Background: an optimization exercise with open tools, aiming at a short achievable clock period and few clock cycles. Do not read the settings as production practice.
In this exercise RTL edits were held to simulation tests only and were not proved equivalent to the original.

==> inputs of v17 <==
==> flow/design.v (excerpt) <==
module mips_pipe #(
	parameter int IMEM_DEPTH = 64,
	parameter int DMEM_DEPTH = 64
) (
	input  logic                   clk,
	input  logic                   arst_n,
	input  logic                   prog_we,
	input  logic [29:0]            prog_addr,
	input  logic [31:0]            prog_data,
	output logic                   wb_valid,
	output mips_isa_pkg::reg_idx_t wb_dest,
	output logic [31:0]            wb_data,
	output logic                   st_valid,
	output logic [31:0]            st_addr,
	output logic [31:0]            st_data
);
	localparam logic [1:0] C_N = 2'd0;     
	localparam logic [1:0] C_W = 2'd1;     
	localparam logic [1:0] C_S = 2'd2;     
	function automatic logic [1:0] iclass(input logic [31:0] w);
		logic [5:0] op;
		logic [5:0] fn;
		op = w[31:26];
		fn = w[5:0];
		iclass = C_N;
		if (op == 6'h00)
		begin
			if ((fn == 6'h20 || fn == 6'h22 || fn == 6'h24 || fn == 6'h25 || fn == 6'h2a) &&
				(w[15:11] != 5'd0))
				iclass = C_W;
		end
		else if (op == 6'h08 || op == 6'h23)
		begin
			if (w[20:16] != 5'd0)
				iclass = C_W;
		end
		else if (op == 6'h2b)
			iclass = C_S;
	endfunction
	localparam int GI = 8;
  ...
export LEC_CHECK = 0
export CAP_MARGIN = 20
export CORE_MARGIN = 2
export CORE_UTILIZATION = 45
export SETUP_SLACK_MARGIN = 3.0
export SLEW_MARGIN = 20
create_clock -name core_clock -period 6.0 [get_ports {clk}]
run.sh (not shown) runs the stock make flow with config.mk's settings and CLKGATE_MAP_FILE= SYNTH_SCRIPT=/design/flow/synth_recipe.tcl, a recipe that flattens the netlist after the stock synthesis.
==> inputs of v30, as changes to v17 <==
--- a/flow/design.v
+++ b/flow/design.v
@@ -154,27 +154,29 @@
 	endfunction
 	function automatic logic [63:0] dec6(input logic [5:0] x);
 		for (int k = 0; k < 64; k++)
 			dec6[k] = (x == k);
 	endfunction
 	logic [IMEM_DEPTH-1:0][31:0] imem;
 	logic [IMEM_DEPTH-1:0][31:0] imem_nx;
 	logic [IMEM_DEPTH-1:0][GI-1:0] info;
+	logic [IMEM_DEPTH-1:0][GI-1:0] ginf;     
 	logic        imem_we;
 	assign imem_we = prog_we && !arst_n;
 	genvar gi;
 	generate
 		for (gi = 0; gi < IMEM_DEPTH; gi++)
 		begin : g_imem
 			assign imem_nx[gi] = (imem_we && (prog_addr[5:0] == gi)) ? prog_data : imem[gi];
+			assign ginf[gi]    = ginfo(imem[gi], imem[(gi + 1) % IMEM_DEPTH]);
 			always_ff @(posedge clk)
 			begin
 				imem[gi] <= imem_nx[gi];
-				info[gi] <= ginfo(imem_nx[gi], imem_nx[(gi + 1) % IMEM_DEPTH]);
+				info[gi] <= ginf[gi];
 			end
 		end
 	endgenerate
 	logic [63:0] pc_oh;
 	logic        fd_wv, fd_sv, fd_sfirst;
 	logic [31:0] fd_w, fd_s;
 	logic [31:0] fd_wa_oh, fd_wb_oh, fd_sa_oh, fd_sd_oh;
 	logic        de_wv, de_sv, de_sfirst, de_isld;
@@ -205,137 +207,168 @@
 	logic        so_iv;       
 	logic [5:0]  so_sti;      
 	logic        out_wv, out_sv;
 	logic [4:0]  out_wd;
 	logic [31:0] out_wdata, out_saddr, out_sdata;
 	logic [31:0][31:0] rf;
 	logic [31:0]       rv;
 	logic [DMEM_DEPTH-1:0][31:0] dmem;
-	logic [63:0] wsel, ssel;
+	logic [63:0] wsel, ssel, pcn;
 	logic [31:0] fw, fs;
 	logic        f_take2, f_wv, f_sv, f_sfirst;
 	logic        stall;     
+	logic        go;        
 	always_comb
 	begin
 		fw       = 32'd0;
 		fs       = 32'd0;
 		f_take2  = 1'b0;
-		f_wv     = 1'b0;
-		f_sv     = 1'b0;
 		f_sfirst = 1'b0;
 		for (int j = 0; j < 64; j++)
 		begin
-			wsel[j] = (pc_oh[j] && info[j][6]) || (pc_oh[(j + 63) % 64] && info[(j + 63) % 64][5]);
-			ssel[j] = (pc_oh[j] && info[j][4]) || (pc_oh[(j + 63) % 64] && info[(j + 63) % 64][3]);
 			fw       = fw | ({32{wsel[j]}} & imem[j]);
 			fs       = fs | ({32{ssel[j]}} & imem[j]);
 			f_take2  = f_take2  | (pc_oh[j] & info[j][7]);
-			f_wv     = f_wv     | (pc_oh[j] & info[j][2]);
-			f_sv     = f_sv     | (pc_oh[j] & info[j][1]);
 			f_sfirst = f_sfirst | (pc_oh[j] & info[j][0]);
 		end
+		f_wv = |wsel;
+		f_sv = |ssel;
+		if (!go || stall)
+			pcn = pc_oh;
+		else
+			pcn = f_take2 ? {pc_oh[61:0], pc_oh[63:62]} : {pc_oh[62:0], pc_oh[63]};
 	end
 	always_ff @(posedge clk or negedge arst_n)
 	begin
 		if (!arst_n)
 		begin
+			go    <= 1'b0;
 			pc_oh <= 64'd1;
 			fd_wv <= 1'b0;
 			fd_sv <= 1'b0;
 		end
 		else
 		begin
+			go    <= 1'b1;
+			pc_oh <= pcn;
 			if (!stall)
 			begin
-				pc_oh <= f_take2 ? {pc_oh[61:0], pc_oh[63:62]} : {pc_oh[62:0], pc_oh[63]};
-				fd_wv <= f_wv;
-				fd_sv <= f_sv;
+				fd_wv <= go && f_wv;
+				fd_sv <= go && f_sv;
 			end
 		end
 	end
 	always_ff @(posedge clk)
 	begin
+		for (int j = 0; j < 64; j++)
+		begin
+			wsel[j] <= (pcn[j] && ginf[j][6]) || (pcn[(j + 63) % 64] && ginf[(j + 63) % 64][5]);
+			ssel[j] <= (pcn[j] && ginf[j][4]) || (pcn[(j + 63) % 64] && ginf[(j + 63) % 64][3]);
+		end
 		if (!stall)
 		begin
 			fd_w      <= fw;
 			fd_s      <= fs;
 			fd_sfirst <= f_sfirst;
-			fd_wa_oh  <= dec5(fw[25:21]);
-			fd_wb_oh  <= dec5(fw[20:16]);
-			fd_sa_oh  <= dec5(fs[25:21]);
-			fd_sd_oh  <= dec5(fs[20:16]);
 		end
 	end
+	logic [31:0] rv_nx;
+	assign rv_nx = rv | mw_dest_oh;
+	always_ff @(posedge clk)
+	begin
+		fd_wa_oh <= dec5(stall ? fd_w[25:21] : fw[25:21]) & rv_nx;
+		fd_wb_oh <= dec5(stall ? fd_w[20:16] : fw[20:16]) & rv_nx;
+		fd_sa_oh <= dec5(stall ? fd_s[25:21] : fs[25:21]) & rv_nx;
+		fd_sd_oh <= dec5(stall ? fd_s[20:16] : fs[20:16]) & rv_nx;
+	end
 	logic [5:0]  w_op, w_fn;
 	logic [4:0]  w_rs, w_rt, w_dest;
 	logic        w_isld;
 	logic        w_rtype, w_subish;
 	logic [4:0]  s_rs, s_rt;
 	logic [31:0] wval;     
 	assign w_op     = fd_w[31:26];
 	assign w_fn     = fd_w[5:0];
 	assign w_rs     = fd_w[25:21];
 	assign w_rt     = fd_w[20:16];
 	assign w_rtype  = (w_op == 6'h00);
 	assign w_isld   = (w_op == 6'h23);
 	assign w_dest   = w_rtype ? fd_w[15:11] : w_rt;
 	assign w_subish = w_rtype && ((w_fn == 6'h22) || (w_fn == 6'h2a));
 	assign s_rs     = fd_s[25:21];
 	assign s_rt     = fd_s[20:16];
-	function automatic logic [31:0] rf_read(input logic [31:0] oh, input logic [31:0] rvv,
+	function automatic logic [31:0] rf_read(input logic [31:0] oh,
 		input logic [31:0][31:0] rfv, input logic [2:0] hzv, input logic [31:0] mval,
 		input logic [31:0] bval);
 		logic [31:0] r;
 		r = 32'd0;
 		for (int k = 0; k < 32; k++)
-			r = r | ({32{oh[k] & rvv[k]}} & rfv[k]);
-		rf_read = hzv[1] ? mval : (hzv[0] ? bval : r);
+			r = r | ({32{oh[k]}} & rfv[k]);
+		rf_read = ({32{hzv[1]}} & mval) | ({32{!hzv[1] && hzv[0]}} & bval) |
+			({32{!hzv[1] && !hzv[0]}} & r);
 	endfunction
 	logic [31:0] v_wa, v_wb, v_sa, v_sd;
 	logic [31:0] alu_y;     
 	function automatic logic [2:0] hz(input logic [4:0] f, input logic ev, input logic [4:0] ed,
 		input logic mv, input logic [4:0] md, input logic bv, input logic [4:0] bd);
 		hz = {ev && (ed == f), mv && (md == f), bv && (bd == f)};
 	endfunction
 	logic [2:0] hz_wa, hz_wb, hz_sa, hz_sd;
-	assign hz_wa = hz(w_rs, de_wv, de_dest, em_wv, em_dest, |mw_dest, mw_dest);
-	assign hz_wb = hz(w_rt, de_wv, de_dest, em_wv, em_dest, |mw_dest, mw_dest);
-	assign hz_sa = hz(s_rs, de_wv, de_dest, em_wv, em_dest, |mw_dest, mw_dest);
-	assign hz_sd = hz(s_rt, de_wv, de_dest, em_wv, em_dest, |mw_dest, mw_dest);
-	assign v_wa = rf_read(fd_wa_oh, rv, rf, hz_wa, wval, mw_fwd);
-	assign v_wb = rf_read(fd_wb_oh, rv, rf, hz_wb, wval, mw_fwd);
-	assign v_sa = rf_read(fd_sa_oh, rv, rf, hz_sa, wval, mw_fwd);
-	assign v_sd = rf_read(fd_sd_oh, rv, rf, hz_sd, wval, mw_fwd);
+	always_ff @(posedge clk)
+	begin
+		if (stall)
+		begin
+			hz_wa <= hz(w_rs, 1'b0, w_dest, de_wv, de_dest, em_wv, em_dest);
+			hz_wb <= hz(w_rt, 1'b0, w_dest, de_wv, de_dest, em_wv, em_dest);
+			hz_sa <= hz(s_rs, 1'b0, w_dest, de_wv, de_dest, em_wv, em_dest);
+			hz_sd <= hz(s_rt, 1'b0, w_dest, de_wv, de_dest, em_wv, em_dest);
+		end
+		else
+		begin
+			hz_wa <= hz(fw[25:21], fd_wv, w_dest, de_wv, de_dest, em_wv, em_dest);
+			hz_wb <= hz(fw[20:16], fd_wv, w_dest, de_wv, de_dest, em_wv, em_dest);
+			hz_sa <= hz(fs[25:21], fd_wv, w_dest, de_wv, de_dest, em_wv, em_dest);
+			hz_sd <= hz(fs[20:16], fd_wv, w_dest, de_wv, de_dest, em_wv, em_dest);
+		end
+	end
+	assign v_wa = rf_read(fd_wa_oh, rf, hz_wa, wval, mw_fwd);
+	assign v_wb = rf_read(fd_wb_oh, rf, hz_wb, wval, mw_fwd);
+	assign v_sa = rf_read(fd_sa_oh, rf, hz_sa, wval, mw_fwd);
+	assign v_sd = rf_read(fd_sd_oh, rf, hz_sd, wval, mw_fwd);
 	logic e_ma, e_mb, e_msa, e_msd;
 	logic sd_same;
 	assign e_ma  = hz_wa[2];
 	assign e_mb  = hz_wb[2];
 	assign e_msa = hz_sa[2];
 	assign e_msd = hz_sd[2];
 	assign sd_same = fd_wv && !fd_sfirst && (w_dest == s_rt);
 	assign stall = de_wv && de_isld && (
 		(fd_wv && (e_ma || (w_rtype && e_mb))) ||
 		(fd_sv && e_msa));
 	logic [31:0] alu_y0, alu_y1, alu_lt;
-	logic [31:0] d_a0, d_a1, d_b0, d_b1, d_sa0, d_sa1, d_simm;
+	logic [31:0] d_a0, d_a1, d_b0, d_b1, d_bv, d_simm, w_imm;
 	logic [31:0] d_p, d_g, d_sp, d_sg;
+	logic        w_fwd;
+	assign w_imm  = {{16{fd_w[15]}}, fd_w[15:0]};
+	assign d_simm = {{16{fd_s[15]}}, fd_s[15:0]};
+	assign w_fwd  = e_ma || (w_rtype && e_mb);
+	assign d_bv   = !w_rtype ? w_imm : (v_wb ^ {32{w_subish}});
 	assign d_a0   = e_ma ? alu_y0 : v_wa;
 	assign d_a1   = e_ma ? alu_y1 : v_wa;
-	assign d_b0   = !w_rtype ? {{16{fd_w[15]}}, fd_w[15:0]} :
-		((e_mb ? alu_y0 : v_wb) ^ {32{w_subish}});
-	assign d_b1   = !w_rtype ? {{16{fd_w[15]}}, fd_w[15:0]} :
-		((e_mb ? alu_y1 : v_wb) ^ {32{w_subish}});
-	assign d_sa0  = e_msa ? alu_y0 : v_sa;
-	assign d_sa1  = e_msa ? alu_y1 : v_sa;
-	assign d_simm = {{16{fd_s[15]}}, fd_s[15:0]};
-	assign d_p    = (alu_lt & (d_a1 ^ d_b1)) | (~alu_lt & (d_a0 ^ d_b0));
-	assign d_g    = (alu_lt & (d_a1 & d_b1)) | (~alu_lt & (d_a0 & d_b0));
-	assign d_sp   = (alu_lt & (d_sa1 ^ d_simm)) | (~alu_lt & (d_sa0 ^ d_simm));
-	assign d_sg   = (alu_lt & (d_sa1 & d_simm)) | (~alu_lt & (d_sa0 & d_simm));
+	assign d_b0   = !w_rtype ? w_imm : ((e_mb ? alu_y0 : v_wb) ^ {32{w_subish}});
+	assign d_b1   = !w_rtype ? w_imm : ((e_mb ? alu_y1 : v_wb) ^ {32{w_subish}});
+	assign d_p    = !w_fwd ? (v_wa ^ d_bv) :
+		((alu_lt & (d_a1 ^ d_b1)) | (~alu_lt & (d_a0 ^ d_b0)));
+	assign d_g    = !w_fwd ? (v_wa & d_bv) :
+		((alu_lt & (d_a1 & d_b1)) | (~alu_lt & (d_a0 & d_b0)));
+	assign d_sp   = !e_msa ? (v_sa ^ d_simm) :
+		((alu_lt & (alu_y1 ^ d_simm)) | (~alu_lt & (alu_y0 ^ d_simm)));
+	assign d_sg   = !e_msa ? (v_sa & d_simm) :
+		((alu_lt & (alu_y1 & d_simm)) | (~alu_lt & (alu_y0 & d_simm)));
 	always_ff @(posedge clk or negedge arst_n)
 	begin
 		if (!arst_n)
 		begin
 			de_wv <= 1'b0;
 			de_sv <= 1'b0;
 		end
 		else
- CORE_UTILIZATION: 45 -> 35
==> qor.yml <==
outcome:
  error: "[ERROR GRT-0116] Global routing finished with congestion. Check the congestion regions in the DRC Viewer."
  outcome: "aborted with a tool error"
  lastStage: "5_1_grt"
clocking:
  hold_buffers: 0
  cts_setup_buffers: 1521
global_route:
  overflow: 8239
yosys:
  synth_cell_type_count: 110
  synth_common_cells: "3,643 x edfxtp_1, 3,393 x nand2_1, 2,983 x dfxtp_1"
# the run above: v17

==> qor.yml <==
outcome:
  outcome: "aborted with a tool error"
  error: "[ERROR GRT-0232] Routing congestion too high. Check the congestion heatmap in the GUI."
  lastStage: "5_1_grt"
yosys:
  synth_top_family_by_area: "compound AO/OA/AOI/OAI gates"
  synth_edf_count: 5243
  synth_common_cells: "5,243 x edfxtp_1, 1,739 x a221oi_1, 1,712 x a22oi_1"
  synth_cell_type_count: 105
  yosysMostFrequentCell: "edfxtp_1"
  synthSimpleGateAreaFrac: 0.0766
die:
  pin_count: 168
clocking:
  cts_setup_buffers: 1245
  hold_buffers: 1
global_route:
  overflow: 1
place:
  gp_congestion: 1.26
# the run above: v30

Testbench counts of v17, summed over its fixed seeds: cycles 26,567.
Testbench counts of v30, summed over its fixed seeds: cycles 26,695.
